Background: an optimization exercise with open tools, aiming at small area. Do not read the settings as production practice.
The RTL was checked by simulation tests, not by an equivalence proof against the original design.
No activity file was given, so power comes from the tool's default toggle rates.

==> flow/design.v (outline; a module is shown in full before it is edited, if it fits) <==
// module sa_fa: 11 lines
// module sa_ha: 10 lines
// module systolic_array_4x4: 4491 lines
module systolic_array_4x4
(
    input  logic       clk,
    input  logic       rst,
    input  logic       start_signal,
    input  logic       wen,
    input  logic [7:0] inp_north0,
    input  logic [7:0] inp_north1,
    input  logic [7:0] inp_north2,
    input  logic [7:0] inp_north3,
    input  logic [7:0] inp_west0,
    input  logic [7:0] inp_west1,
    input  logic [7:0] inp_west2,
    input  logic [7:0] inp_west3,
    output logic [4:0] count,
    output logic [7:0] activation_result12,
    output logic [7:0] activation_result13,
    output logic [7:0] activation_result14,
    output logic [7:0] activation_result15
);
  // ...
==> flow/run.sh <==
#!/bin/bash
# synth_recipe.tcl (not shown) runs the flow's synth.tcl, then flattens the netlist and writes it again
# the make line also repeats each setting of config.mk as NAME=value (left out here)
make -C /OpenROAD-flow-scripts/flow DESIGN_CONFIG=/design/flow/config.mk WORK_HOME=/design/flow/orfs CLKGATE_MAP_FILE= SYNTH_SCRIPT=/design/flow/synth_recipe.tcl finish
==> flow/config.mk <==
export PLATFORM = sky130hd
export DESIGN_NAME = systolic_array_4x4
export DESIGN_NICKNAME = systolic_array_4x4
export VERILOG_FILES = /design/flow/design.v
export SDC_FILE = /design/flow/constraint.sdc
export NUM_CORES = 4
export LEC_CHECK = 0
export CAP_MARGIN = 20
export CORE_MARGIN = 2
export CORE_UTILIZATION = 40
export CTS_BUF_LIST = sky130_fd_sc_hd__clkbuf_8
export CTS_CLUSTER_DIAMETER = 60
export CTS_CLUSTER_SIZE = 18
export SLEW_MARGIN = 20
export SYNTH_HIERARCHICAL = 1
export SYNTH_MINIMUM_KEEP_SIZE = 0
==> flow/constraint.sdc <==
create_clock -name core_clock -period 7.0 [get_ports {clk}]
set_input_delay 1.4000 -clock core_clock [delete_from_list [all_inputs] [get_ports {clk}]]
set_output_delay 1.4000 -clock core_clock [all_outputs]
set_load 0.01 [all_outputs]
==> reports/metrics.csv, run 1 <==
metric;value;unit
status;timing/DRC/antenna clean;
Cells after Synth;3111;
final worst slack;0.210;ns
# IOs;105;
most common cell in the netlist;fa_1;
WP depth;18;
Seq/Total Area, Yosys;28.6;%
Slew Viols, Final;0;
Post-synth top cells;fa_1 (928), nor2_1 (481), nand2_1 (381), dfxtp_1 (349), clkbuf_1 (222);
H-tree depth;2;
final setup fails;0;
setup TNS;0;ns
Seq area share;25.4;%
DIE WIDTH;312;µm
R2R setup slack;0.21;ns
initial antenna violation count;4;
Max-Cap Viols;0;
Max IR drop VDD;288;µV
footprint of the multi-input gates;0.0262;mm²
Comb group;3.30;mW
first-pass GRT wire length;161000;µm
Ant. Diodes;2;
vias;23079;
Critical-path top delay cell;fa_1;
Critical Path End Type;register;
placed insts;4482;
CP delay by family, top;adder cells;
==> run 2, diff against run 1 <==
--- a/flow/config.mk
+++ b/flow/config.mk
@@ -8,9 +8,6 @@
 export CAP_MARGIN = 20
 export CORE_MARGIN = 2
 export CORE_UTILIZATION = 40
-export CTS_BUF_LIST = sky130_fd_sc_hd__clkbuf_8
-export CTS_CLUSTER_DIAMETER = 60
-export CTS_CLUSTER_SIZE = 18
 export SLEW_MARGIN = 20
 export SYNTH_HIERARCHICAL = 1
 export SYNTH_MINIMUM_KEEP_SIZE = 0
==> reports/metrics.csv, run 2 <==
metric;value;unit;change
status;timing/DRC/antenna clean;;unchanged
core area;0.0936;mm²;unchanged
Starting Density;40.5;%;unchanged
Post-synth top cells;fa_1 (928), nor2_1 (481), nand2_1 (381), dfxtp_1 (349), clkbuf_1 (222);;unchanged
vias;23130;;was 23079
Cells after Synth;3111;;unchanged
Synth area leaders;fa_1 (49%), dfxtp_1 (18%), edfxtp_1 (10%);;unchanged
Slew Viols, Final;0;;unchanged
Worst slew margin;52.6;%;was 51.9%
WL met2;50000;µm;was 50500 µm
post-synth top area share;49.0;%;unchanged
row count;112;;unchanged
Max IR drop VDD;288;µV;about the same
Clock Tree Buf Depth;3;;unchanged
initial antenna violation count;3;;was 4
reg-to-reg startpoint;wl13[1];;was wl23[0]
FF/Latch Area;0.0108;mm²;about the same
CP Data Required Time;7.49;ns;was 7.60 ns
DR WL met3;9330;µm;was 8770 µm
most common cell after layout, fill and taps aside;fa_1;;unchanged
area of the mapped netlist;0.0379;mm²;unchanged
hold path startpoint;e1t[2];;was e3t[0]
crit path buf inv count;1;;unchanged
ys flop type;dfxtp_1;;unchanged
final hold slack;0.326;ns;was 0.334 ns
Ant. Diodes;0;;was 2
Tmin final;6.83;ns;was 6.79 ns
# IOs;105;;unchanged
root buffer cell;clkbuf_16;;was clkbuf_8
Final #Nets;4362;;was 4350
Port-buffer cells;100;;unchanged
worst skew pair latency;0.62;ns;was 0.71 ns
CP delay by family, top;adder cells;;unchanged
Yosys reg bits;477;;unchanged
# DRC;0;;unchanged
leakage;15.8;nW;was 15.5 nW
area grow syn2layout;14.6;%;was 12.6%
CTS Sinks;477;;unchanged
CP max stage delay;0.59;ns;was 0.62 ns
CP cell instances;buf_4 -> nor2_2 -> fa_1 -> fa_2 -> fa_2 -> fa_2 -> fa_2 -> fa_2 -> fa_2 -> fa_2 -> fa_2 -> fa_1 -> ha_2 -> fa_2 -> ha_1 -> or4_4 -> nor3_4 -> o211ai_4 -> o21a_1;;was buf_4 -> nor2_2 -> fa_1 -> fa_2 -> fa_1 -> fa_1 -> fa_1 -> fa_1 -> fa_2 -> fa_2 -> fa_1 -> ha_2 -> fa_2 -> ha_4 -> or4_4 -> nor3_4 -> o211ai_4 -> o21a_1
Post-Syn Area per Cell;12.2;µm²;unchanged
crit path max fanout;7;;unchanged
H-tree depth;2;;unchanged
first-pass GRT wire length;161000;µm;about the same
pwr/cell area;209;mW/mm²;was 192 mW/mm²
Distinct cells, synth;39;;unchanged
Post-synth ARST share;0;%;unchanged
Most Frequent Cell on Critical Path;fa_2;;was fa_1
detailed placement HPWL;87200;µm;unchanged
die height;312;µm;unchanged
Synth warnings;7;;unchanged
RSZ-0062 raised after global routing;yes;;
Seq/Total Area, Yosys;28.6;%;unchanged
HP Class;register to register;;unchanged
footprint of the multi-input gates;0.0262;mm²;about the same
utilization after layout;46.4;%;was 45.6%
DRT met1 WL;42300;µm;was 42900 µm
drt pass-1 iters;5;;was 6
Setup CP Type;register to register;;unchanged
Max Clk Rate;146;MHz;was 147 MHz
Die ar.;0.0972;mm²;unchanged
Critical Path End Type;register;;unchanged
Max-Cap Viols;0;;unchanged
CTS Buf Count;48;;was 40
EDFF count, synth;128;;unchanged
most frequent cells in the layout;fa_1 (889), nor2_1 (453), nand2_1 (381);;was fa_1 (894), nor2_1 (459), nand2_1 (381)
vias per cell;5.04;;was 5.05
Critical-path top delay cell;fa_2;;was fa_1
period utilization;97.6;%;was 97.0%
vias in the first global route;26303;;was 26229
Filler Cells Inserted;8585;;was 8679
largest net degree at the start of global routing;182;;unchanged
Worst-Margin Slew;0.712;ns;was 0.720 ns
Startpoint Class;register;;unchanged
Max Used Layer;met5;;unchanged
CTS tree;done;;unchanged
CP arrival;7.32;ns;was 7.39 ns
final setup fails;0;;unchanged
most common cell in the netlist;fa_1;;unchanged
drt wl/cell;22.9;µm;was 23.0 µm
final hold vios;0;;unchanged
Iter 0 DRT Violations;1718;;was 1711
share of cells above drive strength 1;16.3;%;was 15.5%
Clock Pin Slew Worst Setup and Hold Paths;0.06;ns;was 0.10 ns
critical path startpoint;wl13[1];;was wl23[0]
largest area contributor in the netlist;fa_1;;unchanged
GRT overflow;0;;unchanged
Overall Global Routing Usage;22.2;%;was 22.3%
Fin Clk Skew;0.0259;ns;was 0.0633 ns
DIE WIDTH;312;µm;unchanged
final WL;105000;µm;about the same
RD Place Congestion;0.979;;unchanged
Post-DRT Antenna Nets;0;;unchanged
run 2: cell type report:
cell class	count	area share, %
clock inverters	19	0.444
clock buffers	70	3.31
multi-input cells	2364	60.4
inverters	44	0.380
flip-flops and latches	477	25.0
well taps	1254	3.61
repair buffers	358	6.91
run 2: logic make-up (layout without fill, tap and decap cells):
| logic type | after synthesis | after routing | synth area share [%] |
|---|---|---|---|
| AND/OR/NAND/NOR | 1280 | 1280 | 15.6 |
| adder cells (fa/ha/maj) | 1001 | 1001 | 51.4 |
| other | 1 | 4 | 0.00990 |
| multiplexers | 3 | 3 | 0.0792 |
| flip-flops | 477 | 477 | 28.6 |
| buffers and inverters | 273 | 491 | 2.74 |
| AO/OA/AOI/OAI | 58 | 58 | 1.10 |
| XOR/XNOR | 18 | 18 | 0.416 |
run 2: path summary, 6_finish.rpt:
| check | slack, ns | cells past startpoint | to |
|---|---|---|---|
| hold / removal | 0.33 | 0 | e2t[2] |
| setup reg to reg | 0.17 | 19 | res3[3] |
| setup / recovery | 0.17 | 19 | res3[3] |
| hold reg to reg | 0.33 | 0 | e2t[2] |
run 2: metal layers:
| metal | track usage (%) | up-vias |
|---|---|---|
| met5 | 0 | - |
| met4 | 5.83 | 4 |
| met3 | 5.70 | 214 |
| met2 | 36.7 | 1008 |
| met1 | 29.3 | 12131 |
| li1 | - | 9773 |
run 2: stage by stage:
stage	instances	cell area (µm²)	setup TNS (ns)	setup slack (ns)	power, mW
floorplan	3114	37900	0	0.0502	5.44
CTS	4574	43200	0	0.00344	9.13
global route	4586	43400	-0.0274	-0.0202	9.68
finish	4586	43400	0	0.168	9.08
global placement	4482	41500	-0.802	-0.116	6.48
detailed placement	4482	41500	-1.22	-0.180	6.51
run 2: timing repair:
action	CTS	global route
setup buffers	3	12
pin swaps	15	29
gates resized for setup	30	50
setup endpoints to repair	7	28
hold buffers	0	0
hold endpoints to repair	0	0
run 2: modules after synthesis, one instance, submodules excluded:
module | flip-flops and latches | cell area [µm²] | cells inside | times used
systolic_array_4x4 | 477 | 18800 | 2139 | 1
sa_fa | 0 | 20.0 | 1 | 928
sa_ha | 0 | 12.5 | 1 | 44
run 2: report_power, final:
group          internal [mW]  leakage [nW]  switching, mW
combinational           1.51          10.9           1.79
sequential              3.04          4.12          0.156
clock                   1.49         0.808           1.10
==> run 3, diff against run 2 <==
--- a/flow/config.mk
+++ b/flow/config.mk
@@ -8,6 +8,9 @@
 export CAP_MARGIN = 20
 export CORE_MARGIN = 2
 export CORE_UTILIZATION = 40
+export CTS_BUF_LIST = sky130_fd_sc_hd__clkbuf_16
+export CTS_CLUSTER_DIAMETER = 100
+export CTS_CLUSTER_SIZE = 30
 export SLEW_MARGIN = 20
 export SYNTH_HIERARCHICAL = 1
 export SYNTH_MINIMUM_KEEP_SIZE = 0
==> reports/metrics.csv, run 3 <==
metric;value;unit;change
status;timing/DRC/antenna clean;;unchanged
period utilization;97.6;%;about the same
final worst slack;0.167;ns;was 0.168 ns
detailed placement HPWL;87200;µm;unchanged
EDFF count, synth;128;;unchanged
Top Usage Layer GRT;met2;;unchanged
Starting Density;40.5;%;unchanged
share of cells above drive strength 1;15.3;%;was 16.3%
CTS tree;done;;unchanged
pwr/cell area;188;mW/mm²;was 209 mW/mm²
vias per cell;5.06;;was 5.04
adder-cell area share of the yosys netlist;51.4;%;unchanged
Clock Tree Buf Depth;3;;unchanged
grt met2 use;36.5;%;was 36.7%
switching share of power;35.6;%;was 33.6%
crit path max fanout;7;;unchanged
Clock Pin Slew Worst Setup and Hold Paths;0.11;ns;was 0.06 ns
Ant. Diodes;0;;unchanged
Seq/Total Area, Yosys;28.6;%;unchanged
# DRC;0;;unchanged
DIE WIDTH;312;µm;unchanged
Startpoint Class;register;;unchanged
Worst slew margin;51.3;%;was 52.6%
drt wl/cell;23.0;µm;was 22.9 µm
Cells after Synth;3111;;unchanged
Worst-Margin Slew;0.730;ns;was 0.712 ns
Comb pwr share;41.2;%;was 36.3%
Seq pwr share;39.8;%;was 35.2%
CTS Buf Count;22;;was 48
Port-buffer cells;100;;unchanged
HP Class;register to register;;unchanged
Clk pwr share;19.0;%;was 28.5%
final hold vios;0;;unchanged
Slew Viols, Final;0;;unchanged
M3 GR Usage;5.09;%;was 5.70%
Max Clk Rate;146;MHz;about the same
utilization after layout;45.4;%;was 46.4%
main combinational cell family by area after synthesis;adder cells;;unchanged
largest net degree at the start of global routing;182;;unchanged
largest area contributor in the netlist;fa_1;;unchanged
worst skew pair latency;0.60;ns;was 0.62 ns
Non-Filler Instances;4538;;was 4586
Final #Nets;4337;;was 4362
Post-synth top cells;fa_1 (928), nor2_1 (481), nand2_1 (381), dfxtp_1 (349), clkbuf_1 (222);;unchanged
Tmin final;6.83;ns;about the same
final instance area;0.0425;mm²;was 0.0434 mm²
net switching power;2.85;mW;was 3.05 mW
most common cell in the netlist;fa_1;;unchanged
Post-Syn Area per Cell;12.2;µm²;unchanged
leakage;15.4;nW;was 15.8 nW
ys flop type;dfxtp_1;;unchanged
drt pass-1 iters;5;;unchanged
most common cell after layout, fill and taps aside;fa_1;;unchanged
Post-synth ARST share;0;%;unchanged
RSZ-0062 raised after global routing;yes;;unchanged
CTS Sinks;477;;unchanged
placed insts;4482;;unchanged
first-pass GRT wire length;160000;µm;was 161000 µm
Fin Clk Skew;0.0377;ns;was 0.0259 ns
GRT overflow;0;;unchanged
Overall Global Routing Usage;22.0;%;was 22.2%
final WL;104000;µm;was 105000 µm
Critical Path End Type;register;;unchanged
compound-cell area share of the yosys netlist;1.10;%;unchanged
GRT met1 Usage;29.3;%;about the same
initial antenna violation count;3;;unchanged
row count;112;;unchanged
# IOs;105;;unchanged
root buffer cell;clkbuf_16;;unchanged
Synth area leaders;fa_1 (49%), dfxtp_1 (18%), edfxtp_1 (10%);;unchanged
final setup fails;0;;unchanged
CP arrival;7.31;ns;was 7.32 ns
Iter 0 DRT Violations;1763;;was 1718
post-synth top area share;49.0;%;unchanged
most frequent cells in the layout;fa_1 (885), nor2_1 (455), nand2_1 (381);;was fa_1 (889), nor2_1 (453), nand2_1 (381)
Post-DRT Antenna Nets;0;;unchanged
Die ar.;0.0972;mm²;unchanged
Distinct cells, synth;39;;unchanged
Max IR drop VDD;289;µV;was 288 µV
placed cell area;0.0415;mm²;unchanged
Setup CP Type;register to register;;unchanged
mux contribution to synthesized area;0.0792;%;unchanged
area of the mapped netlist;0.0379;mm²;unchanged
Synth warnings;7;;unchanged
Pint;5.16;mW;was 6.03 mW
area grow syn2layout;12.3;%;was 14.6%
H-tree depth;1;;was 2
die height;312;µm;unchanged
Max-Cap Viols;0;;unchanged
vias in the first global route;26045;;was 26303
RD Place Congestion;0.979;;unchanged
CTS hold repair buffers;0;;unchanged
Synth Area in XOR/XNOR;0.416;%;unchanged
CP Data Required Time;7.47;ns;was 7.49 ns
Yosys reg bits;477;;unchanged
simple-gate area share of the yosys netlist;15.6;%;unchanged
vias;22984;;was 23130
pre-CTS setup slack;-0.180;ns;unchanged
core area;0.0936;mm²;unchanged
-- run 3: metrics by stage --
stage / TNS, ns / hold slack (ns) / power, mW
2_1_floorplan: 0 / 0.310 / 5.44
3_3_place_gp: -0.802 / 0.310 / 6.48
3_5_place_dp: -1.22 / 0.312 / 6.51
4_1_cts: 0 / 0.325 / 8.07
5_1_grt: -0.192 / 0.328 / 8.59
6_report: 0 / 0.324 / 8.01
-- run 3: area by class of cell --
class	instances	area (µm²)
fillers	8664	51100
clock inverters	18	168
flip-flops and latches	477	10800
repair buffers	359	3010
multi-input cells	2364	26200
well taps	1254	1570
clock buffers	22	551
inverters	44	165
-- run 3: worst paths after layout --
path         startpoint  endpoint  slack (ns)  cells past startpoint
max reg2reg     wl13[0]   res3[5]        0.17                     19
max             wl13[0]   res3[5]        0.17                     19
min reg2reg      e1t[2]    e2t[2]        0.32                      0
min              e1t[2]    e2t[2]        0.32                      0
-- run 3: Yosys stat by module, one instance, submodules excluded --
module	area [µm²]	times used
systolic_array_4x4	18800	1
sa_ha	12.5	44
sa_fa	20.0	928
-- run 3: repair_timing --
item	in CTS	in global routing
setup buffers	3	13
pin swaps	15	30
hold endpoints to repair	0	0
endpoints found under the setup margin	7	28
gates resized for setup	31	54
-- run 3: routing by layer --
layer / vias to the layer above / part of all wire (%) / wire [µm]
li1: 9710 / - / -
met1: 12132 / 41 / 42300
met2: 972 / 48 / 50100
met3: 166 / 8.5 / 8840
met4: 4 / 3.0 / 3130
met5: - / 0.023 / 24
-- run 3: cells by family (layout without fill, tap and decap cells) --
group / count (synthesis) / after routing
and+or+nand+nor: 1280 / 1280
adders and majority gates: 1001 / 1001
DFF: 477 / 477
buffers and inverters: 273 / 443
AOI/OAI and AO/OA: 58 / 58
xor gates and xnor gates: 18 / 18
muxes: 3 / 3
other: 1 / 4
-- run 3: worst max-delay path, stage by stage, from the launching register on --
cell and delay (ns):
edfxtp_1 0.41, buf_4 0.17, nor2_4 0.11, fa_2 0.46
fa_2 0.38, fa_2 0.36, fa_1 0.58, fa_2 0.46
fa_2 0.39, fa_2 0.37, fa_2 0.35, fa_2 0.35
fa_1 0.44, ha_1 0.22, fa_2 0.34, ha_1 0.30
or4_4 0.49, nor3_4 0.20, o211ai_4 0.14, o21a_1 0.20
-- run 3: power by group through the flow --
stage                     Combinational, mW  Clock, mW  Sequential [mW]
after global placement                 3.23          0             3.25
after floorplan                        2.24          0             3.20
final                                  3.30       1.53             3.19
after CTS                              3.29       1.59             3.19
after detailed placement               3.26          0             3.25
after global routing                   3.71       1.67             3.21

-- port drivers added, routing unchanged --
The results above use ideal ports. As a check the final layouts listed here were re-extracted and re-timed, cells and wires unchanged. Step 1, drivers: a clkbuf_16 drives clk and a buf_2 each remaining input, both assumed. Step 2 moves the port delays by t, midway between the first and last clock arrival at a register: inputs arrive t later, outputs are due t later. That takes back most of the time a late clock gives input paths. Three values: ideal ports, drivers, drivers and shift; two values: the first two.
| run | shift t [ns] | setup slack, ns | worst setup path after step 2 | clock arrival spread, ns |
|---|---|---|---|---|
| run 1 | 0.744 | 0.210 / 0.210 / 0.210 | register to register | 0.063 / 0.063 |
| run 2 | 0.673 | 0.168 / 0.168 / 0.168 | register to register | 0.027 / 0.027 |
| run 3 | 0.655 | 0.167 / 0.167 / 0.167 | register to register | 0.039 / 0.039 |
After both steps setup and hold are still met in every run listed.
